Background: an optimization exercise with open tools, aiming at small area, a short achievable clock period and few clock cycles. Do not read the settings as production practice. The RTL was checked by simulation tests, not by an equivalence proof against the original design. Power figures rest on the tool's default switching activity, not on a simulated workload.

$ cat design/flow/config.mk
export PLATFORM = sky130hd
export DESIGN_NAME = esfaBenchmark
export DESIGN_NICKNAME = esfaBenchmark
export VERILOG_FILES = /design/flow/design.v
export SDC_FILE = /design/flow/constraint.sdc
export NUM_CORES = 4
export LEC_CHECK = 0
export CAP_MARGIN = 20
export CORE_MARGIN = 2
export CORE_UTILIZATION = 40
export SLEW_MARGIN = 20
$ cat design/flow/design.v
package esfaPkg;
  typedef enum logic [7:0] {
    opWrite = 8'h00,
    opClear = 8'h01,
    opRead  = 8'h02,
    opFind  = 8'h03,
    opCount = 8'h04
  } esfaOpT;
  typedef struct packed {
    logic [15:0] spareHigh;
    logic [7:0]  expectedValue;
    esfaOpT      selector;
    logic [7:0]  newValue;
    logic [7:0]  newIndex;
    logic [7:0]  handle;
    logic [4:0]  spareLow;
    logic        endOfProgram;
    logic        expectedBool;
    logic        isMutating;
  } programWordT;
  localparam int StoredBits = 24;
  localparam logic [2:0] kindWrite = 3'd0;
  localparam logic [2:0] kindClear = 3'd1;
  localparam logic [2:0] kindRead  = 3'd2;
  localparam logic [2:0] kindFind  = 3'd3;
  localparam logic [2:0] kindCount = 3'd4;
  localparam logic [2:0] kindOther = 3'd5;
  localparam logic [2:0] kindEnd   = 3'd7;
  typedef struct packed {
    logic       isEnd;
    logic       isWrite;
    logic       isClear;
    logic       isRead;
    logic       isFind;
    logic       isCount;
    logic       checked;
    logic [1:0] handle;
    logic [3:0] index;
    logic [7:0] value;
    logic       expectedBool;
    logic [7:0] expectedValue;
  } stepT;
  function automatic logic [StoredBits-1:0] encodeWord(programWordT w);
    logic [2:0] kind;
    logic       checked;
    logic [StoredBits-1:0] e;
    if (w.endOfProgram)                kind = kindEnd;
    else if (w.selector == 8'h00)      kind = kindWrite;
    else if (w.selector == 8'h01)      kind = kindClear;
    else if (w.selector == 8'h02)      kind = kindRead;
    else if (w.selector == 8'h03)      kind = kindFind;
    else if (w.selector == 8'h04)      kind = kindCount;
    else                               kind = kindOther;
    checked = !w.isMutating && !w.endOfProgram;
    if (kind == kindWrite && checked) begin
      e = {1'b1, w.handle[1:0], w.newIndex[3:0], w.newValue,
           w.expectedBool, w.expectedValue};
    end else begin
      e = {1'b0, w.handle[1:0], checked, kind,
           (kind == kindRead) ? {4'd0, w.newIndex[3:0]} : w.newValue,
           w.expectedBool,
           (kind == kindWrite) ? {4'd0, w.newIndex[3:0]} : w.expectedValue};
    end
    encodeWord = e;
  endfunction
  function automatic stepT decodeWord(logic [StoredBits-1:0] e);
    logic [2:0] kind;
    stepT       d;
    kind = e[19:17];
    d.handle        = e[22:21];
    d.value         = e[16:9];
    d.expectedBool  = e[8];
    d.expectedValue = e[7:0];
    if (e[23]) begin
      d.isEnd   = 1'b0;
      d.isWrite = 1'b1;
      d.isClear = 1'b0;
      d.isRead  = 1'b0;
      d.isFind  = 1'b0;
      d.isCount = 1'b0;
      d.checked = 1'b1;
      d.index   = e[20:17];
    end else begin
      d.isEnd   = (kind == kindEnd);
      d.isWrite = (kind == kindWrite);
      d.isClear = (kind == kindClear);
      d.isRead  = (kind == kindRead);
      d.isFind  = (kind == kindFind);
      d.isCount = (kind == kindCount);
      d.checked = e[20];
      d.index   = (kind == kindWrite) ? e[3:0] : e[12:9];
    end
    decodeWord = d;
  endfunction
  function automatic stepT stepOf(programWordT w);
    logic isEnd;
    stepT s;
    isEnd = w.endOfProgram;
    s.isEnd         = isEnd;
    s.isWrite       = !isEnd && (w.selector == 8'h00);
    s.isClear       = !isEnd && (w.selector == 8'h01);
    s.isRead        = !isEnd && (w.selector == 8'h02);
    s.isFind        = !isEnd && (w.selector == 8'h03);
    s.isCount       = !isEnd && (w.selector == 8'h04);
    s.checked       = !isEnd && !w.isMutating;
    s.handle        = w.handle[1:0];
    s.index         = w.newIndex[3:0];
    s.value         = w.newValue;
    s.expectedBool  = w.expectedBool;
    s.expectedValue = w.expectedValue;
    stepOf = s;
  endfunction
  typedef struct packed {
    logic       flag;
    logic [7:0] value;
  } esfaResultT;
endpackage
`timescale 1ns/100ps
module programStore (
  input  logic                           clk,
  input  logic                           load,
  input  logic [6-1:0] loadAddress,
  input  esfaPkg::programWordT           loadWord,
  input  logic [64-1:0]      readSelect,    
  input  logic                           readPending,   
  output logic                           pendingValid,
  output logic [6-1:0] pendingAddress,
  output esfaPkg::stepT                  readStep
);
  logic [esfaPkg::StoredBits-1:0] words [64];
  logic [esfaPkg::StoredBits-1:0] pendingWord;
  always_ff @(posedge clk) begin
    pendingValid   <= load;
    pendingAddress <= loadAddress;
    pendingWord    <= esfaPkg::encodeWord(loadWord);
  end
  always_ff @(posedge clk) begin
    if (pendingValid) begin
      words[pendingAddress] <= pendingWord;
    end
  end
  logic [esfaPkg::StoredBits-1:0] readStored;
  always_comb begin
    readStored = '0;
    for (int a = 0; a < 64; a++) begin
      readStored = readStored | (words[a] & {esfaPkg::StoredBits{readSelect[a]}});
    end
  end
  assign readStep = esfaPkg::decodeWord(readPending ? pendingWord : readStored);
endmodule
`timescale 1ns/100ps
module esfaStore (
  input  logic                 clk,
  input  logic                 reset,
  input  esfaPkg::stepT        step,
  input  logic [16-1:0] indexSelect,  
  input  logic                 execute,     
  input  logic [1:0]           nextHandle,  
  input  logic                 track,       
  input  logic                 restore,     
  output esfaPkg::esfaResultT  result,
  output logic                 stepMatch    
);
  localparam int Entries = 16;
  localparam int Handles = 4;
  logic [Handles-1:0][Entries-1:0][7:0] entries;
  logic [Handles-1:0][Entries-1:0][7:0] entriesNext;
  logic [Handles-1:0][Entries-1:0][7:0] shadow;
  logic [Handles-1:0][4:0]              counts;
  logic [Handles-1:0][4:0]              countsNext;
  logic [Handles-1:0][4:0]              shadowCounts;
  esfaPkg::esfaResultT                  shadowResult;
  logic [Entries-1:0][7:0]              stepRow;
  logic [4:0]                           stepCount;
  logic [Entries-1:0]                   stepSet;      
  logic [7:0]                           oldEntry;
  logic                                 oldSet;
  logic                                 newSet;
  logic [4:0]                           writtenCount;
  logic                                 findHit;
  logic [3:0]                           findIndex;
  esfaPkg::esfaResultT                  queryResult;
  always_comb begin
    oldEntry = 8'd0;
    for (int i = 0; i < Entries; i++) begin
      oldEntry = oldEntry | (stepRow[i] & {8{indexSelect[i]}});
    end
  end
  assign oldSet   = |(stepSet & indexSelect);
  assign newSet   = (step.value != 8'd0);
  always_comb begin
    findHit   = 1'b0;
    findIndex = 4'd0;
    for (int i = Entries - 1; i >= 0; i--) begin
      if (stepRow[i] == step.value) begin
        findHit   = 1'b1;
        findIndex = 4'(i);
      end
    end
  end
  always_comb begin
    if (step.isRead) begin
      queryResult.flag  = oldSet;
      queryResult.value = oldEntry;
    end else if (step.isFind) begin
      queryResult.flag  = findHit;
      queryResult.value = findHit ? {4'd0, findIndex} : 8'hFF;
    end else begin
      queryResult.flag  = (stepCount != 5'd0);
      queryResult.value = {3'd0, stepCount};
    end
  end
  assign stepMatch = ((step.isRead || step.isFind || step.isCount) ? queryResult : result)
                     == {step.expectedBool, step.expectedValue};
  always_comb begin
    if (!oldSet && newSet) begin
      writtenCount = stepCount + 5'd1;
    end else if (oldSet && !newSet) begin
      writtenCount = stepCount - 5'd1;
    end else begin
      writtenCount = stepCount;
    end
  end
  always_comb begin
    for (int h = 0; h < Handles; h++) begin
      if (!reset) begin
        countsNext[h] = 5'd0;
      end else if (restore) begin
        countsNext[h] = shadowCounts[h];
      end else if (execute && step.handle == 2'(h) && step.isClear) begin
        countsNext[h] = 5'd0;
      end else if (execute && step.handle == 2'(h) && step.isWrite) begin
        countsNext[h] = writtenCount;
      end else begin
        countsNext[h] = counts[h];
      end
      for (int i = 0; i < Entries; i++) begin
        if (!reset) begin
          entriesNext[h][i] = 8'd0;
        end else if (restore) begin
          entriesNext[h][i] = shadow[h][i];
        end else if (execute && step.handle == 2'(h) && step.isClear) begin
          entriesNext[h][i] = 8'd0;
        end else if (execute && step.handle == 2'(h) && step.isWrite &&
                     indexSelect[i]) begin
          entriesNext[h][i] = step.value;
        end else begin
          entriesNext[h][i] = entries[h][i];
        end
      end
    end
  end
  always_ff @(posedge clk) begin
    entries   <= entriesNext;
    counts    <= countsNext;
    stepRow   <= entriesNext[nextHandle];
    for (int i = 0; i < Entries; i++) begin
      stepSet[i] <= (entriesNext[nextHandle][i] != 8'd0);
    end
    stepCount <= countsNext[nextHandle];
  end
  always_ff @(posedge clk) begin
    if (restore) begin
      result <= shadowResult;
    end else if (execute && (step.isRead || step.isFind || step.isCount)) begin
      result <= queryResult;
    end
  end
  always_ff @(posedge clk) begin
    if (track) begin
      shadow       <= entries;
      shadowCounts <= counts;
      shadowResult <= result;
    end
  end
endmodule
`timescale 1ns/100ps
module benchmarkRunner (
  input  logic                           clk,
  input  logic                           reset,
  input  logic                           doRun,
  input  logic                           pendingValid,    
  input  logic [6-1:0] pendingAddress,
  output logic [64-1:0]      readSelect,
  output logic                           readPending,
  input  esfaPkg::stepT                  readStep,
  output esfaPkg::stepT                  exStep,
  output logic [16-1:0]       exIndexSelect,   
  output logic [1:0]                     nextHandle,
  output logic                           execute,
  output logic                           track,
  output logic                           restore,
  input  logic                           stepMatch,
  output logic                           isRunning,
  output logic                           wasSuccessful,
  output logic [6-1:0] failStep
);
  localparam int AW = 6;
  logic [AW-1:0]             nextAddress;
  logic [64-1:0] nextSelect;
  logic                      exValid;
  logic [AW-1:0]             exAddress;
  logic                      failed;
  logic [AW-1:0]             ckAddress;
  logic                dirty;
  logic                full;
  logic                stopped;
  logic                stopPass;
  logic [AW-1:0]       stopStep;
  logic                restorePending;
  logic                runHeld;
  logic                startRun;
  logic                loading;
  logic                endNow;
  logic                stopNow;
  logic                take;
  logic                invalid;
  logic                finish;
  assign readSelect  = nextSelect;
  assign readPending = pendingValid && (pendingAddress == nextAddress);
  assign startRun = !isRunning && doRun && !runHeld;
  assign execute = exValid && !stopped && !failed;
  assign endNow  = execute && exStep.isEnd;
  assign stopNow = failed || endNow;
  assign loading = !isRunning && pendingValid;
  assign invalid = loading && (full || pendingAddress < nextAddress);
  assign take    = loading && !full && !stopped && readPending;
  assign nextHandle = readStep.handle;
  assign restore = restorePending;
  assign track   = !dirty;
  assign finish = isRunning && (stopped || stopNow);
  always_ff @(posedge clk) begin
    exStep    <= readStep;
    exAddress <= nextAddress;
    for (int i = 0; i < 16; i++) begin
      exIndexSelect[i] <= (readStep.index == 4'(i));
    end
  end
  always_ff @(posedge clk) begin
    if (!reset) begin
      nextAddress    <= '0;
      nextSelect     <= 64'(1);
      exValid        <= 1'b0;
      failed         <= 1'b0;
      dirty          <= 1'b0;
      full           <= 1'b0;
      stopped        <= 1'b0;
      isRunning      <= 1'b0;
      wasSuccessful  <= 1'b1;
      failStep       <= '0;
      runHeld        <= 1'b0;
      restorePending <= 1'b0;
    end else begin
      restorePending <= invalid;
      if (restorePending) begin
        dirty <= 1'b0;
      end
      if (!doRun) begin
        runHeld <= 1'b0;
      end
      failed    <= execute && exStep.checked && !stepMatch;
      ckAddress <= exAddress;
      if (execute) begin
        exValid <= 1'b0;
        if (!isRunning) begin
          dirty <= 1'b1;
        end
      end
      if (failed) begin
        stopped  <= 1'b1;
        stopPass <= 1'b0;
        stopStep <= ckAddress;
      end else if (endNow) begin
        stopped  <= 1'b1;
        stopPass <= 1'b1;
        stopStep <= '0;
      end
      if (isRunning) begin
        if (finish) begin
          isRunning     <= 1'b0;
          wasSuccessful <= stopped ? stopPass : endNow;
          failStep      <= stopped ? stopStep : (failed ? ckAddress : '0);
          nextAddress   <= '0;
          nextSelect    <= 64'(1);
          exValid       <= 1'b0;
          failed        <= 1'b0;
          stopped       <= 1'b0;
          dirty         <= 1'b0;
          full          <= 1'b0;
        end else begin
          exValid     <= 1'b1;
          nextAddress <= nextAddress + 1'b1;
          nextSelect  <= {nextSelect[64-2:0], nextSelect[64-1]};
        end
      end else begin
        if (startRun) begin
          runHeld   <= 1'b1;
          isRunning <= 1'b1;
        end
        if (invalid) begin
          full        <= 1'b0;
          stopped     <= 1'b0;
          failed      <= 1'b0;
          exValid     <= 1'b0;
          nextAddress <= '0;
          nextSelect  <= 64'(1);
        end else if (take) begin
          exValid     <= 1'b1;
          nextAddress <= nextAddress + 1'b1;
          nextSelect  <= {nextSelect[64-2:0], nextSelect[64-1]};
          if (&nextAddress) begin
            full <= 1'b1;
          end
        end
      end
    end
  end
endmodule
`timescale 1ns/100ps
module esfaBenchmark (
  input  logic                           clk,
  input  logic                           reset,
  input  logic                           load,
  input  logic [6-1:0] loadAddress,
  input  esfaPkg::programWordT           loadWord,
  input  logic                           doRun,
  output logic                           isRunning,
  output logic                           wasSuccessful,
  output logic [6-1:0] failStep
);
  logic [64-1:0]      readSelect;
  logic                           stepMatch;
  logic                           pendingValid;
  logic [6-1:0] pendingAddress;
  logic                           readPending;
  logic [16-1:0]       exIndexSelect;
  esfaPkg::stepT                  readStep;
  esfaPkg::stepT                  exStep;
  logic                           execute;
  logic [1:0]                     nextHandle;
  logic                           track;
  logic                           restore;
  esfaPkg::esfaResultT            result;
  programStore programMemory (
    .clk        (clk),
    .load       (load),
    .loadAddress(loadAddress),
    .loadWord   (loadWord),
    .readSelect    (readSelect),
    .readPending   (readPending),
    .pendingValid  (pendingValid),
    .pendingAddress(pendingAddress),
    .readStep      (readStep)
  );
  esfaStore store (
    .clk    (clk),
    .reset  (reset),
    .step      (exStep),
    .indexSelect(exIndexSelect),
    .execute   (execute),
    .nextHandle(nextHandle),
    .track  (track),
    .restore(restore),
    .result    (result),
    .stepMatch (stepMatch)
  );
  benchmarkRunner runner (
    .clk          (clk),
    .reset        (reset),
    .doRun        (doRun),
    .pendingValid (pendingValid),
    .pendingAddress(pendingAddress),
    .readSelect   (readSelect),
    .readPending  (readPending),
    .readStep     (readStep),
    .exStep       (exStep),
    .exIndexSelect(exIndexSelect),
    .nextHandle   (nextHandle),
    .execute      (execute),
    .track        (track),
    .restore      (restore),
    .stepMatch    (stepMatch),
    .isRunning    (isRunning),
    .wasSuccessful(wasSuccessful),
    .failStep     (failStep)
  );
endmodule
$ cat design/flow/constraint.sdc
create_clock -name core_clock -period 8.0 [get_ports {clk}]
set_input_delay 1.6000 -clock core_clock [delete_from_list [all_inputs] [get_ports {clk}]]
set_output_delay 1.6000 -clock core_clock [all_outputs]
set_load 0.01 [all_outputs]
$ cat design/flow/run.sh
#!/bin/bash
# synth_recipe.tcl (not shown) runs the flow's synth.tcl, then flattens the netlist and writes it again
# the make line also repeats each setting of config.mk as NAME=value (left out here)
make -C /OpenROAD-flow-scripts/flow DESIGN_CONFIG=/design/flow/config.mk WORK_HOME=/design/flow/orfs CLKGATE_MAP_FILE= SYNTH_SCRIPT=/design/flow/synth_recipe.tcl finish
==> results of run 1 <==
[registers in the layout, indices dropped and copies added (netlist names), 5 cells and up]
name,cells
programMemory.words,1536
store.entries,512
store.shadow,512
store.stepRow,128
runner.nextSelect,64
runner.exStep,26
programMemory.pendingWord,24
store.counts,20
store.shadowCounts,20
runner.exIndexSelect,16
store.stepSet,16
store.result,9
store.shadowResult,9
programMemory.pendingAddress,6
runner.ckAddress,6
runner.exAddress,6
runner.failStep,6
runner.nextAddress,6
runner.stopStep,6
store.stepCount,5
[metrics by stage]
stage / util [%] / hold WS, ns / instances / TNS (ns)
floorplan: - / 0.363 / 7503 / -466.05
global placement: 42.1 / 0.373 / 10900 / 0
detailed placement: 42.1 / 0.379 / 10900 / 0
CTS: 45.6 / 0.387 / 11500 / 0
global route: 45.7 / 0.394 / 11500 / 0
finish: 45.7 / 0.381 / 11500 / 0
[final timing paths]
path / start / endpoint / slack, ns / cells past startpoint
worst max-delay path: programMemory.pendingAddress[2]$_DFF_P_ / runner.exIndexSelect[12]$_DFF_P_ / 2.99 / 12
worst min-delay path: runner.nextAddress[5]$_SDFFE_PN0P_ / runner.exAddress[5]$_DFF_P_ / 0.38 / 0
worst max register to register: programMemory.pendingAddress[2]$_DFF_P_ / runner.exIndexSelect[12]$_DFF_P_ / 2.99 / 12
worst min register to register: runner.nextAddress[5]$_SDFFE_PN0P_ / runner.exAddress[5]$_DFF_P_ / 0.38 / 0
[power by group through the flow]
stage / logic, mW / registers [mW] / clock network [mW]
floorplan: 1.18 / 17.5 / 0
global placement: 1.75 / 17.6 / 0
detailed placement: 1.76 / 17.7 / 0
CTS: 1.77 / 17.4 / 14.2
global route: 1.90 / 17.4 / 14.8
finish: 1.80 / 17.4 / 14.1
[cell type report]
class | count | area (um^2)
Clock buffer | 406 | 8510
Timing Repair Buffer | 253 | 2210
Inverter | 26 | 116
Fill cell | 24300 | 152000
Sequential cell | 2944 | 80100
Clock inverter | 140 | 1240
Tap cell | 3724 | 4660
Multi-Input combinational cell | 3980 | 30900
Antenna cell | 5 | 12.5
[synth_stat cells (41+ instances only)]
master	instances	area [um^2]
sky130_fd_sc_hd__nor4_1	87	544
sky130_fd_sc_hd__mux2_2	717	8070
sky130_fd_sc_hd__xor2_1	106	928
sky130_fd_sc_hd__a22oi_1	941	7060
sky130_fd_sc_hd__a21oi_1	47	235
sky130_fd_sc_hd__nor2_1	719	2700
sky130_fd_sc_hd__nand3_1	49	245
sky130_fd_sc_hd__a221oi_1	206	1800
sky130_fd_sc_hd__nand2_1	127	477
sky130_fd_sc_hd__mux2_1	195	2200
sky130_fd_sc_hd__buf_1	57	214
sky130_fd_sc_hd__nand4_1	151	945
sky130_fd_sc_hd__a22o_1	204	1790
sky130_fd_sc_hd__nor3_1	41	205
sky130_fd_sc_hd__dfxtp_1	845	16900
sky130_fd_sc_hd__edfxtp_1	2099	63000
sky130_fd_sc_hd__clkbuf_1	453	1700
sky130_fd_sc_hd__nand2_2	55	344
sky130_fd_sc_hd__mux2i_1	71	711
[worst max-delay path, delay by kind of cell, from the launching register on]
| kind | cells | cell delay [ns] |
|---|---|---|
| AOI/OAI and AO/OA | 2 | 0.94 |
| adders and majority gates | 1 | 0.34 |
| buffers and inverters | 2 | 0.76 |
| DFF | 1 | 0.70 |
| and+or+nand+nor | 7 | 2.09 |
[cell families (layout without fill, tap and decap cells)]
group | count (synthesis) | count (layout) | share of synthesized area [%]
buffers and inverters | 579 | 825 | 2.02
other | 0 | 5 | 0
and+or+nand+nor | 1324 | 1324 | 5.43
DFF | 2944 | 2944 | 71.1
muxes | 983 | 983 | 9.76
xor gates and xnor gates | 144 | 144 | 1.12
adders and majority gates | 10 | 10 | 0.111
AOI/OAI and AO/OA | 1519 | 1519 | 10.5
[routing by layer]
metal / up-vias / GRT usage, %
met4: 10 / 14.6
met5: - / 0
met3: 1211 / 6.09
li1: 29400 / -
met2: 4963 / 41.8
met1: 36800 / 34.0
==> flow_summary.ini, run 1 <==
[outcome]
status = timing/DRC/antenna clean

[synthesis]
ys_warn_count = 3
synthCells = 7503
synth_top_flop_cell = sky130_fd_sc_hd__edfxtp_1
syn-cell-area_um2 = 112000
seq_area_frac_synth_pct = 71.1
syn_avg_cell_area_um2 = 15.0
yosys_register_bits = 2944
synth-edff-count = 2099
fraction_of_registers_with_async_set_or_reset_after_synthesis_pct = 0
syn-num-nets = 7587
synth.lib_cells_used.distinct = 70

[routing]
routed_wire_length_per_instance_um = 34.2
vias = 72400
drc_errors = 0
routed_length_on_met2_um = 179000
drt-vias-per-instance = 6.31
highest-signal-layer = met5
detail_route.wirelength_um = 392000
route.antenna.remaining_nets = 0
drtPass1Iterations = 6
drtIter0Drc = 11300
wirelength_met1_um = 145000
dr_wl_met3_um = 44600

[layout]
final_common_cell = sky130_fd_sc_hd__edfxtp_1
drive_gt1_share_pct = 20.6
layout.cell_area.non_filler_um2 = 128000
area_delta_synth_final_pct = 13.5
layout.cells.most_common_list = 2099 x sky130_fd_sc_hd__edfxtp_1, 941 x sky130_fd_sc_hd__a22oi_1, 749 x sky130_fd_sc_hd__dfxtp_1
nNetsFinal = 7592

[clock_tree]
cts.sinks = 2944
h-tree-depth = 5
cts_hold_buf = 0
clock_path_buffers = 4
cts_resized = 0
cts_inserted_buffers = 303
cts.repair_timing.setup_buffer_count = 0
clk_transition_reported_paths_ns = 0.07
tritoncts = yes
clockRootBuffer = sky130_fd_sc_hd__clkbuf_16
clk_latency_ns = 0.90

[global_routing]
grt_max_degree = 203
globalRoute.totalOverflow = 0
number_of_antenna_violations_at_the_first_check_in_global_routing = 8
number_of_global_route_vias_before_repair = 69900
overall_track_demand_over_capacity_in_global_routing_pct = 26.5
grt_pass1_wl_um = 541000

[power]
worst_ir_drop_vdd_v = 0.000222
power_report.internal_total_mw = 25.6
total_switching_power_mw = 7.65
finalPower_mw = 33.2
p_per_cell_area_nw_per_um2 = 260
power_leakage_nw = 44.9
p_comb_share_pct = 5.4
proportion_of_power_drawn_by_the_clock_network_pct = 42.4
sequential_share_of_power_pct = 52.2
switching_share_pct = 23.0

[sta]
report.final.hold_viol_count = 0
finalClockSkew_ns = 0.0713
layout_min_cycle_time_ns = 5.01
worstMarginPinSlew_ns = 1.15
rsz_0062_raised_after_global_routing = no
timing.fmax_mhz = 200
slew_headroom_pct = 22.6
layout_worst_path_cycle_share_pct = 62.6
final-max-slew-violation-count = 0
setup_viol = 0
final.setup.worst_slack_ns = 2.99

[flow_run]
timing.max_cap.violations = 0

[placement]
placement.setup.worst_slack_ns = 2.83
buffer_ports.inserted = 50
dpl.hpwl_um = 206000
post_place_cell_area_um2 = 118000
gp_routability_congestion = 0.886

[floorplanning]
floorplan.io_pins = 82
die-area_um2 = 285000
placeableCoreArea_um2 = 280000
start_util_pct = 40.2
die-width_um = 534
vert_die_dim_um = 534
placementRows = 194

[worst_setup_path]
cp_data_arrival_time_ns = 5.77
crit_path_max_fanout = 27
timing.critical_path.from_type = flip-flop
timing_worst_setup_path_type = reg -> reg
critical_path.cell_chain = ha_1, and4_1, nand4_1, buf_4, nand4_1, nor4_1, o2bb2ai_1, buf_4, nand3_1, o221ai_1, nand2_1, nor3_1
worst_ep_required_time_ns = 8.76
cp-end-kind = flip-flop
critical_path.max_stage_delay_ns = 0.82
cpMaxStageDelayCell = sky130_fd_sc_hd__nor4_1

[min_path]
hold_path.class = reg -> reg
Testbench counts, summed over its fixed seeds: cycles 15,205.
==> run 2, diff against run 1 <==
--- a/design/flow/design.v
+++ b/design/flow/design.v
@@ -124,9 +124,10 @@
   input  logic [64-1:0]      readSelect,    
-  input  logic                           readPending,   
+  output logic [esfaPkg::StoredBits-1:0] readWord,      
+  output logic [1:0]                     nextHandle,    
+  output logic [1:0]                     firstHandle,   
   output logic                           pendingValid,
   output logic [6-1:0] pendingAddress,
-  output esfaPkg::stepT                  readStep
+  output logic [esfaPkg::StoredBits-1:0] pendingWord
 );
   logic [esfaPkg::StoredBits-1:0] words [64];
-  logic [esfaPkg::StoredBits-1:0] pendingWord;
   always_ff @(posedge clk) begin
@@ -141,10 +142,12 @@
   end
-  logic [esfaPkg::StoredBits-1:0] readStored;
   always_comb begin
-    readStored = '0;
+    readWord   = '0;
+    nextHandle = '0;
     for (int a = 0; a < 64; a++) begin
-      readStored = readStored | (words[a] & {esfaPkg::StoredBits{readSelect[a]}});
+      readWord   = readWord | (words[a] & {esfaPkg::StoredBits{readSelect[a]}});
+      nextHandle = nextHandle |
+                   (words[(a + 1) % 64][22:21] & {2{readSelect[a]}});
     end
   end
-  assign readStep = esfaPkg::decodeWord(readPending ? pendingWord : readStored);
+  assign firstHandle = words[0][22:21];
 endmodule
@@ -281,7 +284,11 @@
   input  logic                           doRun,
+  input  logic                           load,
+  input  logic [6-1:0] loadAddress,
   input  logic                           pendingValid,    
   input  logic [6-1:0] pendingAddress,
+  input  logic [esfaPkg::StoredBits-1:0] pendingWord,
   output logic [64-1:0]      readSelect,
-  output logic                           readPending,
-  input  esfaPkg::stepT                  readStep,
+  input  logic [esfaPkg::StoredBits-1:0] readWord,
+  input  logic [1:0]                     readNextHandle,
+  input  logic [1:0]                     readFirstHandle,
   output esfaPkg::stepT                  exStep,
@@ -310,2 +317,11 @@
   logic                restorePending;
+  logic                pendingHit;
+  logic                pendingBelow;
+  logic [1:0]          aheadHandle;
+  esfaPkg::stepT       readStep;
+  logic                goZero;
+  logic                goInc;
+  logic [AW-1:0]       addressInc;
+  logic [AW-1:0]       addressNext;
+  logic [1:0]          aheadNext;
   logic                runHeld;
@@ -318,4 +334,4 @@
   logic                finish;
-  assign readSelect  = nextSelect;
-  assign readPending = pendingValid && (pendingAddress == nextAddress);
+  assign readSelect = nextSelect;
+  assign readStep = esfaPkg::decodeWord(pendingHit ? pendingWord : readWord);
   assign startRun = !isRunning && doRun && !runHeld;
@@ -325,5 +341,5 @@
   assign loading = !isRunning && pendingValid;
-  assign invalid = loading && (full || pendingAddress < nextAddress);
-  assign take    = loading && !full && !stopped && readPending;
-  assign nextHandle = readStep.handle;
+  assign invalid = loading && (full || pendingBelow);
+  assign take    = loading && !full && !stopped && pendingHit;
+  assign nextHandle = pendingHit ? pendingWord[22:21] : aheadHandle;
   assign restore = restorePending;
@@ -331,2 +347,22 @@
   assign finish = isRunning && (stopped || stopNow);
+  assign goZero = !reset || (isRunning ? finish : invalid);
+  assign goInc  = !goZero && (isRunning || take);
+  assign addressInc  = nextAddress + 1'b1;
+  assign addressNext = goZero ? '0 : (goInc ? addressInc : nextAddress);
+  always_comb begin
+    if (goZero) begin
+      aheadNext = (pendingValid && pendingAddress == '0) ? pendingWord[22:21]
+                                                          : readFirstHandle;
+    end else if (goInc) begin
+      aheadNext = (pendingValid && pendingAddress == addressInc) ? pendingWord[22:21]
+                                                                  : readNextHandle;
+    end else begin
+      aheadNext = pendingHit ? pendingWord[22:21] : aheadHandle;
+    end
+  end
+  always_ff @(posedge clk) begin
+    aheadHandle  <= aheadNext;
+    pendingHit   <= load && (loadAddress == addressNext);
+    pendingBelow <= load && (loadAddress < addressNext);
+  end
   always_ff @(posedge clk) begin
@@ -434,5 +470,7 @@
   logic [6-1:0] pendingAddress;
-  logic                           readPending;
+  logic [esfaPkg::StoredBits-1:0] pendingWord;
+  logic [esfaPkg::StoredBits-1:0] readWord;
+  logic [1:0]                     readNextHandle;
+  logic [1:0]                     readFirstHandle;
   logic [16-1:0]       exIndexSelect;
-  esfaPkg::stepT                  readStep;
   esfaPkg::stepT                  exStep;
@@ -449,6 +487,8 @@
     .readSelect    (readSelect),
-    .readPending   (readPending),
+    .readWord      (readWord),
+    .nextHandle    (readNextHandle),
+    .firstHandle   (readFirstHandle),
     .pendingValid  (pendingValid),
     .pendingAddress(pendingAddress),
-    .readStep      (readStep)
+    .pendingWord   (pendingWord)
   );
@@ -470,7 +510,11 @@
     .doRun        (doRun),
+    .load         (load),
+    .loadAddress  (loadAddress),
     .pendingValid (pendingValid),
     .pendingAddress(pendingAddress),
+    .pendingWord  (pendingWord),
     .readSelect   (readSelect),
-    .readPending  (readPending),
-    .readStep     (readStep),
+    .readWord     (readWord),
+    .readNextHandle(readNextHandle),
+    .readFirstHandle(readFirstHandle),
     .exStep       (exStep),
--- a/design/flow/config.mk
+++ b/design/flow/config.mk
@@ -10,2 +10,3 @@
 export CORE_UTILIZATION = 40
+export SETUP_SLACK_MARGIN = 5
 export SLEW_MARGIN = 20
==> run 2 against run 1 <==
Clock skew down 0.011 ns; combinational power about the same; sequential power down 3%; die area up 1.5%; clock power about the same; setup slack better by 1.8 ns; global-route usage up 3.2 points; final cell count up 11%; power down 0.80%; register-to-register slack better by 1.8 ns; via count up 15%; critical path depth down 3; critical endpoint is now runner.exIndexSelect[9]$_DFF_P_; largest power group unchanged; highest routed layer unchanged.
==> flow_summary.ini, run 2 <==
[outcome]
status = timing/DRC/antenna clean

[floorplanning]
placementRows = 196
die-area_um2 = 290000
floorplan.io_pins = 82
vert_die_dim_um = 538
start_util_pct = 40.1
placeableCoreArea_um2 = 284000
die-width_um = 538

[clock_tree]
clock_path_buffers = 4
clockRootBuffer = sky130_fd_sc_hd__clkbuf_16
tritoncts = yes
clk_transition_reported_paths_ns = 0.07
clk_latency_ns = 0.89
cts_hold_buf = 0
cts.sinks = 2948
cts_inserted_buffers = 309
h-tree-depth = 5

[worst_setup_path]
r2r_cells = 9
timing.rr.start = runner.nextSelect[30]$_SDFFE_PN0P_
worst_ep_required_time_ns = 8.78
timing_worst_setup_path_type = reg -> reg
rrSetupSlack_ns = 4.75
cp-end-kind = flip-flop
crit-reg2reg-capture = runner.exIndexSelect[9]$_DFF_P_
cp_data_arrival_time_ns = 4.03
crit_path_max_fanout = 19
timing.critical_path.from_type = flip-flop

[layout]
reg_top3 = programMemory.words (1536), store.entries (512), store.shadow (512)
layout.cells.most_common_list = 2099 x sky130_fd_sc_hd__edfxtp_1, 737 x sky130_fd_sc_hd__dfxtp_1, 671 x sky130_fd_sc_hd__nor2_1
layout.cell_area.non_filler_um2 = 134000
area_delta_synth_final_pct = 17.7
nNetsFinal = 8812
layout.core_utilization_pct = 47.2
final_common_cell = sky130_fd_sc_hd__edfxtp_1
largest_register_ffs = 1536
drive_gt1_share_pct = 15.6
top_register = programMemory.words

[sta]
layout_min_cycle_time_ns = 3.25
setup_viol = 0
layout_worst_path_cycle_share_pct = 40.6
worstMarginPinSlew_ns = 1.12
rsz_0062_raised_after_global_routing = yes
finalClockSkew_ns = 0.0600
slew_headroom_pct = 25.3
report.final.hold_viol_count = 0
final-max-slew-violation-count = 0
timing.fmax_mhz = 308

[global_routing]
grt_pass1_wl_um = 614000
grt_max_degree = 153
overall_track_demand_over_capacity_in_global_routing_pct = 29.8
globalRoute.totalOverflow = 0
number_of_antenna_violations_at_the_first_check_in_global_routing = 16
number_of_global_route_vias_before_repair = 77500

[placement]
dpl.hpwl_um = 221000
gp_routability_congestion = 0.918
post_place_cell_area_um2 = 120000
buffer_ports.inserted = 50

[synthesis]
synthDominantCellAreaShare_pct = 55.2
commonest_cells_in_the_synthesized_netlist = 2099 x sky130_fd_sc_hd__edfxtp_1, 849 x sky130_fd_sc_hd__dfxtp_1, 743 x sky130_fd_sc_hd__nor2_1, 585 x sky130_fd_sc_hd__a22oi_1, 533 x sky130_fd_sc_hd__a21oi_1
synthCells = 8593
syn-cell-area_um2 = 114000
fraction_of_registers_with_async_set_or_reset_after_synthesis_pct = 0
synth.lib_cells_used.distinct = 79
yosys_register_bits = 2948
yosys-top-cells-area = sky130_fd_sc_hd__edfxtp_1 55%, sky130_fd_sc_hd__dfxtp_1 15%, sky130_fd_sc_hd__mux2i_1 3.9%
synthMostInstantiatedCell = sky130_fd_sc_hd__edfxtp_1
ys_warn_count = 3
synth-edff-count = 2099
seq_area_frac_synth_pct = 70.1
syn-num-nets = 8677
syn_avg_cell_area_um2 = 13.3
synth_top_flop_cell = sky130_fd_sc_hd__edfxtp_1
largest_area_contributor_in_the_netlist = sky130_fd_sc_hd__edfxtp_1

[routing]
vias = 83100
drc_errors = 0
route.antenna.remaining_nets = 0
drt-vias-per-instance = 6.52
routed_wire_length_per_instance_um = 35.7
drtPass1Iterations = 9
drtIter0Drc = 14500
detail_route.wirelength_um = 455000

[power]
p_per_cell_area_nw_per_um2 = 245
worst_ir_drop_vdd_v = 0.000198
finalPower_mw = 33.0
power_leakage_nw = 49.0

[min_path]
hold_path.startpoint = runner.exAddress[5]$_DFF_P_
holdPathEnd = runner.ckAddress[5]$_DFFE_PP_
worst_hold_path.num_cells = 0
hold_path.class = reg -> reg

[flow_run]
timing.max_cap.violations = 0
## run 2: changes by cell type in the layout (fill, tap and decap cells not counted), moves of 57 or more
cell,delta
sky130_fd_sc_hd__mux2_2,-615
sky130_fd_sc_hd__a21oi_1,+459
sky130_fd_sc_hd__mux2i_1,+365
sky130_fd_sc_hd__a22oi_1,-359
sky130_fd_sc_hd__nand3_1,+321
sky130_fd_sc_hd__nand2_1,+306
sky130_fd_sc_hd__mux2_1,-195
sky130_fd_sc_hd__and2_1,+194
sky130_fd_sc_hd__o31ai_1,+193
sky130_fd_sc_hd__o21ai_0,+97
sky130_fd_sc_hd__o21ai_1,+93
sky130_fd_sc_hd__buf_12,+59
sky130_fd_sc_hd__buf_4,+57
## run 2: power breakdown
part	total, mW	switching, mW	internal, mW
logic	1.81	1.29	0.519
clock network	14.2	6.02	8.19
registers	16.9	0.275	16.7
## run 2: what timing repair did
item | 4_1_cts | 5_1_grt
gates cloned | 30 | 12
gates resized for setup | 335 | 233
hold endpoints to repair | 0 | 0
endpoints found under the setup margin | 654 | 190
pin swaps | 23 | 28
setup buffers | 84 | 70
## run 2: cell families after synthesis
family	count (synthesis)	share of synthesized area, %
compound gates	2032	12.3
xor+xnor	151	1.16
fa+ha+maj	11	0.118
buf+inv	692	2.35
flops	2948	70.1
mux	549	4.93
simple gates	2210	9.08
## run 2: worst max path at each step
stage	from	to	cells after the start
final	runner.nextSelect[30]$_SDFFE_PN0P_	runner.exIndexSelect[9]$_DFF_P_	9
after floorplan	runner.dirty$_SDFF_PN0_	runner.dirty$_SDFF_PN0_	3
after detailed placement	reset	store.stepSet[7]$_DFF_P_	8
after global placement	reset	store.stepSet[7]$_DFF_P_	8
after CTS	runner.exStep[9]$_DFF_P_	runner.failed$_SDFF_PN0_	12
after global routing	runner.nextSelect[32]$_SDFFE_PN0P_	runner.exIndexSelect[9]$_DFF_P_	13
## run 2: routing by layer
metal | routed length, um | GRT usage, % | up-vias | part of all wire [%]
met4 | 33000 | 18.1 | 12 | 7.2
met1 | 162000 | 38.0 | 41500 | 36
met2 | 198000 | 44.9 | 6783 | 44
li1 | - | - | 33200 | -
met3 | 61800 | 8.37 | 1656 | 14
met5 | 111 | 0.115 | - | 0.024
## run 2: cell type report
cell class | count | area, um^2
multi-input combinational | 4961 | 33400
tap | 3762 | 4710
clock buffer | 427 | 8660
sequential | 2948 | 80300
fill | 24600 | 150000
inverter | 31 | 149
timing repair buffer | 473 | 5890
antenna | 19 | 47.5
clock inverter | 123 | 1140
timing repair inverter | 4 | 37.5
## run 2: critical path: stages, from the launching register on
cell and delay [ns]:
sky130_fd_sc_hd__dfxtp_2 0.64, sky130_fd_sc_hd__buf_4 0.66, sky130_fd_sc_hd__a22oi_1 0.16, sky130_fd_sc_hd__nand4_1 0.26, sky130_fd_sc_hd__nor4_4 0.10, sky130_fd_sc_hd__a2bb2oi_2 0.44
sky130_fd_sc_hd__mux2i_1 0.14, sky130_fd_sc_hd__mux2_4 0.33, sky130_fd_sc_hd__or2_4 0.28, sky130_fd_sc_hd__nor2_2 0.09
## run 2: per-stage QoR
step / TNS [ns] / cells / setup WS [ns] / hold slack, ns
3_3_place_gp: 0 / 12000 / 3.27 / 0.386
6_report: 0 / 12700 / 4.75 / 0.405
5_1_grt: 0 / 12700 / 4.76 / 0.407
4_1_cts: 0 / 12600 / 4.83 / 0.400
3_5_place_dp: 0 / 12000 / 3.24 / 0.389
2_1_floorplan: -466.05 / 8593 / -1.00 / 0.329
Testbench counts of run 2, summed over its fixed seeds: cycles 15,205.
==> run 3, diff against run 2 <==
--- a/design/flow/design.v
+++ b/design/flow/design.v
@@ -20,3 +20,5 @@
   } programWordT;
-  localparam int StoredBits = 24;
+  localparam int StoredBits = 23;
+  localparam int HandleHi   = 21;
+  localparam int HandleLo   = 20;
   localparam logic [2:0] kindWrite = 3'd0;
@@ -45,2 +47,5 @@
     logic       checked;
+    logic [1:0] writeClass;
+    logic [4:0] findClass;
+    logic [4:0] countClass;
     logic [StoredBits-1:0] e;
@@ -54,10 +59,45 @@
     checked = !w.isMutating && !w.endOfProgram;
-    if (kind == kindWrite && checked) begin
-      e = {1'b1, w.handle[1:0], w.newIndex[3:0], w.newValue,
-           w.expectedBool, w.expectedValue};
+    if (w.expectedValue == 8'h00)      writeClass = 2'd0;
+    else if (w.expectedValue == 8'hFF) writeClass = 2'd1;
+    else                               writeClass = 2'd2;
+    if (w.expectedBool && w.expectedValue[7:4] == 4'd0)
+      findClass = {1'b0, w.expectedValue[3:0]};
+    else if (!w.expectedBool && w.expectedValue == 8'hFF)
+      findClass = 5'd16;
+    else
+      findClass = 5'd17;
+    if (w.expectedValue <= 8'd16 && w.expectedBool == (w.expectedValue != 8'd0))
+      countClass = w.expectedValue[4:0];
+    else
+      countClass = 5'd17;
+    e = '0;
+    if (kind == kindWrite && checked && w.expectedBool) begin
+      e = {1'b1, w.handle[1:0], w.newIndex[3:0], w.newValue, w.expectedValue};
     end else begin
-      e = {1'b0, w.handle[1:0], checked, kind,
-           (kind == kindRead) ? {4'd0, w.newIndex[3:0]} : w.newValue,
-           w.expectedBool,
-           (kind == kindWrite) ? {4'd0, w.newIndex[3:0]} : w.expectedValue};
+      e[21:20] = w.handle[1:0];
+      e[19]    = checked;
+      e[18:16] = kind;
+      case (kind)
+        kindWrite: begin
+          e[15:8] = w.newValue;
+          e[5:4]  = writeClass;
+          e[3:0]  = w.newIndex[3:0];
+        end
+        kindRead: begin
+          e[12]   = w.expectedBool;
+          e[11:8] = w.newIndex[3:0];
+          e[7:0]  = w.expectedValue;
+        end
+        kindFind: begin
+          e[15:8] = w.newValue;
+          e[4:0]  = findClass;
+        end
+        kindCount: begin
+          e[4:0]  = countClass;
+        end
+        default: begin
+          e[8]    = w.expectedBool;
+          e[7:0]  = w.expectedValue;
+        end
+      endcase
     end
@@ -67,17 +107,19 @@
     logic [2:0] kind;
+    logic [4:0] cls;
     stepT       d;
-    kind = e[19:17];
-    d.handle        = e[22:21];
-    d.value         = e[16:9];
-    d.expectedBool  = e[8];
-    d.expectedValue = e[7:0];
-    if (e[23]) begin
-      d.isEnd   = 1'b0;
-      d.isWrite = 1'b1;
-      d.isClear = 1'b0;
-      d.isRead  = 1'b0;
-      d.isFind  = 1'b0;
-      d.isCount = 1'b0;
-      d.checked = 1'b1;
-      d.index   = e[20:17];
+    kind = e[18:16];
+    cls  = e[4:0];
+    d.handle = e[21:20];
+    d.value  = e[15:8];
+    if (e[22]) begin
+      d.isEnd         = 1'b0;
+      d.isWrite       = 1'b1;
+      d.isClear       = 1'b0;
+      d.isRead        = 1'b0;
+      d.isFind        = 1'b0;
+      d.isCount       = 1'b0;
+      d.checked       = 1'b1;
+      d.index         = e[19:16];
+      d.expectedBool  = 1'b1;
+      d.expectedValue = e[7:0];
     end else begin
@@ -89,4 +131,28 @@
       d.isCount = (kind == kindCount);
-      d.checked = e[20];
-      d.index   = (kind == kindWrite) ? e[3:0] : e[12:9];
+      d.checked = e[19];
+      d.index   = (kind == kindWrite) ? e[3:0] : e[11:8];
+      case (kind)
+        kindWrite: begin
+          d.expectedBool  = 1'b0;
+          d.expectedValue = (e[5:4] == 2'd0) ? 8'h00 :
+                            ((e[5:4] == 2'd1) ? 8'hFF : 8'h01);
+        end
+        kindRead: begin
+          d.expectedBool  = e[12];
+          d.expectedValue = e[7:0];
+        end
+        kindFind: begin
+          d.expectedBool  = !cls[4];
+          d.expectedValue = !cls[4] ? {4'd0, cls[3:0]} :
+                            ((cls == 5'd16) ? 8'hFF : 8'h01);
+        end
+        kindCount: begin
+          d.expectedBool  = (cls != 5'd0) && (cls <= 5'd16);
+          d.expectedValue = (cls <= 5'd16) ? {3'd0, cls} : 8'h01;
+        end
+        default: begin
+          d.expectedBool  = e[8];
+          d.expectedValue = e[7:0];
+        end
+      endcase
     end
@@ -94,20 +160,2 @@
   endfunction
-  function automatic stepT stepOf(programWordT w);
-    logic isEnd;
-    stepT s;
-    isEnd = w.endOfProgram;
-    s.isEnd         = isEnd;
-    s.isWrite       = !isEnd && (w.selector == 8'h00);
-    s.isClear       = !isEnd && (w.selector == 8'h01);
-    s.isRead        = !isEnd && (w.selector == 8'h02);
-    s.isFind        = !isEnd && (w.selector == 8'h03);
-    s.isCount       = !isEnd && (w.selector == 8'h04);
-    s.checked       = !isEnd && !w.isMutating;
-    s.handle        = w.handle[1:0];
-    s.index         = w.newIndex[3:0];
-    s.value         = w.newValue;
-    s.expectedBool  = w.expectedBool;
-    s.expectedValue = w.expectedValue;
-    stepOf = s;
-  endfunction
   typedef struct packed {
@@ -126,3 +174,4 @@
   output logic [1:0]                     nextHandle,    
-  output logic [1:0]                     firstHandle,   
+  output logic [esfaPkg::StoredBits-1:0] firstWord,     
+  output logic [1:0]                     secondHandle,  
   output logic                           pendingValid,
@@ -148,6 +197,7 @@
       nextHandle = nextHandle |
-                   (words[(a + 1) % 64][22:21] & {2{readSelect[a]}});
+                   (words[(a + 1) % 64][esfaPkg::HandleHi:esfaPkg::HandleLo] & {2{readSelect[a]}});
     end
   end
-  assign firstHandle = words[0][22:21];
+  assign firstWord    = words[0];
+  assign secondHandle = words[1][esfaPkg::HandleHi:esfaPkg::HandleLo];
 endmodule
@@ -292,3 +342,4 @@
   input  logic [1:0]                     readNextHandle,
-  input  logic [1:0]                     readFirstHandle,
+  input  logic [esfaPkg::StoredBits-1:0] readFirstWord,
+  input  logic [1:0]                     readSecondHandle,
   output esfaPkg::stepT                  exStep,
@@ -316,5 +367,10 @@
   logic [AW-1:0]       stopStep;
-  logic                restorePending;
   logic                pendingHit;
   logic                pendingBelow;
+  logic                pendingZero;
+  logic                fromMemory;
+  logic                restart;
+  logic                idleFetch;
+  logic                goOne;
+  logic [esfaPkg::StoredBits-1:0] fetchWord;
   logic [1:0]          aheadHandle;
@@ -335,3 +391,12 @@
   assign readSelect = nextSelect;
-  assign readStep = esfaPkg::decodeWord(pendingHit ? pendingWord : readWord);
+  always_comb begin
+    if (finish) begin
+      fetchWord = (pendingValid && pendingZero) ? pendingWord : readFirstWord;
+    end else if (pendingHit || restart) begin
+      fetchWord = pendingWord;
+    end else begin
+      fetchWord = readWord;
+    end
+  end
+  assign readStep = esfaPkg::decodeWord(fetchWord);
   assign startRun = !isRunning && doRun && !runHeld;
@@ -341,21 +406,29 @@
   assign loading = !isRunning && pendingValid;
-  assign invalid = loading && (full || pendingBelow);
-  assign take    = loading && !full && !stopped && pendingHit;
-  assign nextHandle = pendingHit ? pendingWord[22:21] : aheadHandle;
-  assign restore = restorePending;
+  assign invalid   = loading && (full || pendingBelow);
+  assign restart   = invalid && pendingZero;
+  assign take      = loading && !full && !stopped && pendingHit;
+  assign idleFetch = !isRunning && !invalid && !full && !stopped &&
+                     (fromMemory || take);
+  assign nextHandle = finish ? readStep.handle :
+                      ((pendingHit || restart) ? pendingWord[esfaPkg::HandleHi:esfaPkg::HandleLo] : aheadHandle);
+  assign restore = reset && invalid;
   assign track   = !dirty;
   assign finish = isRunning && (stopped || stopNow);
-  assign goZero = !reset || (isRunning ? finish : invalid);
-  assign goInc  = !goZero && (isRunning || take);
+  assign goZero = !reset || (!isRunning && invalid && !restart);
+  assign goOne  = !goZero && (isRunning ? finish : restart);
+  assign goInc  = !goZero && !goOne && (isRunning || idleFetch);
   assign addressInc  = nextAddress + 1'b1;
-  assign addressNext = goZero ? '0 : (goInc ? addressInc : nextAddress);
+  assign addressNext = goZero ? '0 : (goOne ? AW'(1) : (goInc ? addressInc : nextAddress));
   always_comb begin
     if (goZero) begin
-      aheadNext = (pendingValid && pendingAddress == '0) ? pendingWord[22:21]
-                                                          : readFirstHandle;
+      aheadNext = (pendingValid && pendingZero) ? pendingWord[esfaPkg::HandleHi:esfaPkg::HandleLo]
+                                                : readFirstWord[esfaPkg::HandleHi:esfaPkg::HandleLo];
+    end else if (goOne) begin
+      aheadNext = (pendingValid && pendingAddress == AW'(1)) ? pendingWord[esfaPkg::HandleHi:esfaPkg::HandleLo]
+                                                             : readSecondHandle;
     end else if (goInc) begin
-      aheadNext = (pendingValid && pendingAddress == addressInc) ? pendingWord[22:21]
+      aheadNext = (pendingValid && pendingAddress == addressInc) ? pendingWord[esfaPkg::HandleHi:esfaPkg::HandleLo]
                                                                   : readNextHandle;
     end else begin
-      aheadNext = pendingHit ? pendingWord[22:21] : aheadHandle;
+      aheadNext = pendingHit ? pendingWord[esfaPkg::HandleHi:esfaPkg::HandleLo] : aheadHandle;
     end
@@ -366,2 +439,3 @@
     pendingBelow <= load && (loadAddress < addressNext);
+    pendingZero  <= (loadAddress == '0);
   end
@@ -369,3 +443,3 @@
     exStep    <= readStep;
-    exAddress <= nextAddress;
+    exAddress <= (finish || restart) ? '0 : nextAddress;
     for (int i = 0; i < 16; i++) begin
@@ -387,8 +461,4 @@
       runHeld        <= 1'b0;
-      restorePending <= 1'b0;
+      fromMemory     <= 1'b0;
     end else begin
-      restorePending <= invalid;
-      if (restorePending) begin
-        dirty <= 1'b0;
-      end
       if (!doRun) begin
@@ -418,5 +488,6 @@
           failStep      <= stopped ? stopStep : (failed ? ckAddress : '0);
-          nextAddress   <= '0;
-          nextSelect    <= 64'(1);
-          exValid       <= 1'b0;
+          nextAddress   <= AW'(1);
+          nextSelect    <= 64'(2);
+          exValid       <= 1'b1;
+          fromMemory    <= 1'b1;
           failed        <= 1'b0;
@@ -439,6 +510,14 @@
           failed      <= 1'b0;
-          exValid     <= 1'b0;
-          nextAddress <= '0;
-          nextSelect  <= 64'(1);
-        end else if (take) begin
+          dirty       <= 1'b0;
+          fromMemory  <= 1'b0;
+          if (restart) begin
+            exValid     <= 1'b1;
+            nextAddress <= AW'(1);
+            nextSelect  <= 64'(2);
+          end else begin
+            exValid     <= 1'b0;
+            nextAddress <= '0;
+            nextSelect  <= 64'(1);
+          end
+        end else if (idleFetch) begin
           exValid     <= 1'b1;
@@ -473,3 +552,4 @@
   logic [1:0]                     readNextHandle;
-  logic [1:0]                     readFirstHandle;
+  logic [esfaPkg::StoredBits-1:0] readFirstWord;
+  logic [1:0]                     readSecondHandle;
   logic [16-1:0]       exIndexSelect;
@@ -489,3 +569,4 @@
     .nextHandle    (readNextHandle),
-    .firstHandle   (readFirstHandle),
+    .firstWord     (readFirstWord),
+    .secondHandle  (readSecondHandle),
     .pendingValid  (pendingValid),
@@ -518,3 +599,4 @@
     .readNextHandle(readNextHandle),
-    .readFirstHandle(readFirstHandle),
+    .readFirstWord(readFirstWord),
+    .readSecondHandle(readSecondHandle),
     .exStep       (exStep),
--- a/design/flow/config.mk
+++ b/design/flow/config.mk
@@ -10,2 +10,4 @@
 export CORE_UTILIZATION = 40
+export CTS_CLUSTER_DIAMETER = 100
+export CTS_CLUSTER_SIZE = 25
 export SETUP_SLACK_MARGIN = 5
==> run 3 against run 2 <==
Core utilization is 0.11 points lower; global-route usage increased by 1.0 points; critical path depth is 2 higher; critical path type unchanged.
==> flow_summary.ini, run 3 <==
[clock_tree]
h-tree-depth = 4
clk_latency_ns = 0.90
clockRootBuffer = sky130_fd_sc_hd__clkbuf_16
cts.sinks = 2884
cts_inserted_buffers = 136
clock_path_buffers = 3
tritoncts = yes
clk_transition_reported_paths_ns = 0.11

[min_path]
hold_path.startpoint = store.entries[143]$_DFF_P_
holdPathEnd = store.shadow[143]$_DFFE_PN_
hold_path.class = reg -> reg
worst_hold_path.num_cells = 0

[worst_setup_path]
rrSetupSlack_ns = 4.38
cpMaxStageDelayCell = sky130_fd_sc_hd__or4_4
critical_path.max_stage_delay_ns = 0.55
crit-reg2reg-capture = runner.exIndexSelect[3]$_DFF_P_
cp_data_arrival_time_ns = 4.36
timing_worst_setup_path_type = reg -> reg
crit_path_max_fanout = 8
critical_path.cell_chain = buf_4, a22o_1, a221oi_1, nand4_1, or4_4, a221o_1, buf_12, or4_4, a31o_4, nand2_4, nor2_1
timing.critical_path.from_type = flip-flop
timing.rr.start = runner.nextSelect[59]$_SDFFE_PN0N_
crit_top_cell = sky130_fd_sc_hd__or4_4
r2r_cells = 11
cp-end-kind = flip-flop
worst_ep_required_time_ns = 8.74

[layout]
final.fill_count = 23200
drive_gt1_share_pct = 16.9
final_common_cell = sky130_fd_sc_hd__edfxtp_1
layout.cells.most_common_list = 2037 x sky130_fd_sc_hd__edfxtp_1, 794 x sky130_fd_sc_hd__mux2i_1, 742 x sky130_fd_sc_hd__nand2_1
largest_register_ffs = 1472
reg_top3 = programMemory.words (1472), store.entries (512), store.shadow (512)
nNetsFinal = 8146
area_delta_synth_final_pct = 17.3
fin_cells = 11800
multi_input_comb_area_um2 = 32000
top_register = programMemory.words
final-seq-area_um2 = 78400

[synthesis]
ys_warn_count = 3
syn-cell-area_um2 = 110000
synthCells = 7678
fraction_of_registers_with_async_set_or_reset_after_synthesis_pct = 0
syn_avg_cell_area_um2 = 14.3
synth-edff-count = 2037
synthDominantCellAreaShare_pct = 55.8
commonest_cells_in_the_synthesized_netlist = 2037 x sky130_fd_sc_hd__edfxtp_1, 859 x sky130_fd_sc_hd__mux2i_1, 847 x sky130_fd_sc_hd__dfxtp_1, 774 x sky130_fd_sc_hd__nand2_1, 544 x sky130_fd_sc_hd__o21ai_0
synthMostInstantiatedCell = sky130_fd_sc_hd__edfxtp_1
syn-num-nets = 7764
yosys_register_bits = 2884
synth_top_flop_cell = sky130_fd_sc_hd__edfxtp_1
largest_area_contributor_in_the_netlist = sky130_fd_sc_hd__edfxtp_1
seq_area_frac_synth_pct = 71.2
synth.lib_cells_used.distinct = 88
yosys-top-cells-area = sky130_fd_sc_hd__edfxtp_1 56%, sky130_fd_sc_hd__dfxtp_1 15%, sky130_fd_sc_hd__mux2i_1 7.8%

[routing]
route.antenna.remaining_nets = 0
drtIter0Drc = 13100
detail_route.wirelength_um = 446000
drt-vias-per-instance = 6.56
drc_errors = 0
drtPass1Iterations = 9
vias = 77200
routed_wire_length_per_instance_um = 37.9

[global_routing]
globalRoute.totalOverflow = 0
grt_pass1_wl_um = 597000
overall_track_demand_over_capacity_in_global_routing_pct = 30.8
number_of_global_route_vias_before_repair = 72400
grt_max_degree = 142
number_of_antenna_violations_at_the_first_check_in_global_routing = 25

[power]
p_per_cell_area_nw_per_um2 = 220
power_report.internal_total_mw = 20.9
finalPower_mw = 28.3
power_leakage_nw = 45.8
switching_share_pct = 25.9
total_switching_power_mw = 7.32
p_comb_share_pct = 10.5
worst_ir_drop_vdd_v = 0.000251
proportion_of_power_drawn_by_the_clock_network_pct = 29.7
sequential_share_of_power_pct = 59.8

[sta]
setup_viol = 0
timing.fmax_mhz = 276
final.hold.worst_slack_ns = 0.407
layout_min_cycle_time_ns = 3.62
finalClockSkew_ns = 0.0798
report.final.hold_viol_count = 0
slew_headroom_pct = 23.3
worstMarginPinSlew_ns = 1.15
rsz_0062_raised_after_global_routing = yes
layout_worst_path_cycle_share_pct = 45.3
final-max-slew-violation-count = 0

[placement]
placed_cells_incl_taps = 11100
buffer_ports.inserted = 50
dpl.hpwl_um = 222000
gp_routability_congestion = 0.907

[floorplanning]
vert_die_dim_um = 528
placementRows = 192
placeableCoreArea_um2 = 273000
die-area_um2 = 278000
floorplan.io_pins = 82
start_util_pct = 40.2
die-width_um = 528

[outcome]
status = timing/DRC/antenna clean

[flow_run]
timing.max_cap.violations = 0
## run 3: changes by cell type in the layout (fill, tap and decap cells not counted), sizes merged, moves of 277 or more
cell	delta
buf	+277
nor2	-564
nand3	-295
nand2	+314
a21oi	-427
o21ai	+375
mux2i	+418
## run 3: through the flow
stage,utilization [%],TNS (ns),setup WS [ns],cell area (um^2)
after floorplan,-,-462.06,-0.854,110000
after detailed placement,42.2,0,2.59,115000
after CTS,46.3,0,4.49,127000
after global routing,47.1,0,4.41,129000
after global placement,42.2,0,2.59,115000
final,47.1,0,4.38,129000
## run 3: worst max path at each step
stage,startpoint,endpoint,slack [ns],cells after the start
final,runner.nextSelect[59]$_SDFFE_PN0N_,runner.exIndexSelect[3]$_DFF_P_,4.38,11
after global routing,runner.nextSelect[44]$_SDFFE_PN0N_,runner.exIndexSelect[3]$_DFF_P_,4.41,12
after CTS,runner.nextSelect[44]$_SDFFE_PN0N_,runner.exIndexSelect[5]$_DFF_P_,4.49,12
after detailed placement,reset,store.stepSet[13]$_DFF_P_,2.59,10
after global placement,reset,store.stepSet[13]$_DFF_P_,2.59,10
after floorplan,runner.dirty$_SDFF_PN0_,store.shadowCounts[0]$_DFFE_PN_,-0.85,1
## run 3: cells by family after synthesis
group | count (synthesis) | share of synthesized area (%)
AO/OA/AOI/OAI | 1736 | 10.9
XOR/XNOR | 149 | 1.19
adder cells (fa/ha/maj) | 13 | 0.146
buffers and inverters | 532 | 2.01
flip-flops | 2884 | 71.2
multiplexers | 861 | 7.86
AND/OR/NAND/NOR | 1503 | 6.61
## run 3: power by group through the flow
stage | combinational (mW) | sequential (mW) | clock, mW
finish | 2.97 | 16.9 | 8.39
global route | 3.03 | 16.9 | 8.86
CTS | 2.71 | 16.9 | 8.36
detailed placement | 1.84 | 17.3 | 0
global placement | 1.82 | 17.3 | 0
floorplan | 1.23 | 17.1 | 0
## run 3: worst max-delay path: cells and delay by family (launching register included)
kind	cells	cell delay [ns]
buffers and inverters	2	0.41
AO/OA/AOI/OAI	4	1.16
AND/OR/NAND/NOR	5	1.46
flip-flops	1	0.39
## run 3: layout make-up
cell class,count,area share (%)
Multi-Input combinational cell,4271,24.8
Clock inverter,24,0.401
Timing Repair inverter,1,0.00389
Inverter,23,0.0827
Sequential cell,2884,60.9
Antenna cell,21,0.0408
Tap cell,3589,3.49
Clock buffer,222,2.90
Timing Repair Buffer,743,7.31
## run 3: what timing repair did
action	in CTS	in global routing
hold buffers	0	0
buffers inserted	280	98
setup endpoints to repair	846	143
cloned	68	12
resized for setup	693	207
pin swaps	61	60
hold endpoints to repair	0	0
## run 3: per-layer routing
metal	up-vias	wire length [um]	track usage [%]
met5	-	269	0.190
met3	1578	62300	9.55
met4	14	32200	18.1
met2	6437	193000	46.2
met1	38900	158000	39.2
li1	30300	-	-
Testbench counts of run 3, summed over its fixed seeds: cycles 14,989.

[what the ideal ports hide]
In the flow no input, the clock included, has a driving cell. The finished layouts below were timed again as built, in two steps. Step 1 sets driving cells, clkbuf_16 on the clock port and buf_2 on the other inputs (assumed; they add their load-dependent delay and slew). Step 2 also shifts input and output timing later by t, the mid clock arrival at the registers, as if the neighbouring blocks saw the same clock. a / b / c = ideal ports / drivers / drivers and shift; a / b = the first two.
run | t (ns) | setup slack, ns | slew at the worst register clock pin (ns)
run 1 | 0.972 | 2.989 / 2.989 / 2.831 | 0.07 / 0.07
run 2 | 0.959 | 4.750 / 4.750 / 3.973 | 0.07 / 0.07
run 3 | 0.960 | 4.378 / 4.378 / 3.725 | 0.12 / 0.12
After both steps every run listed still meets setup and hold. For run 2, which loses most, drivers alone change the setup slack by 0.000 ns; drivers and shift together by -0.777 ns.
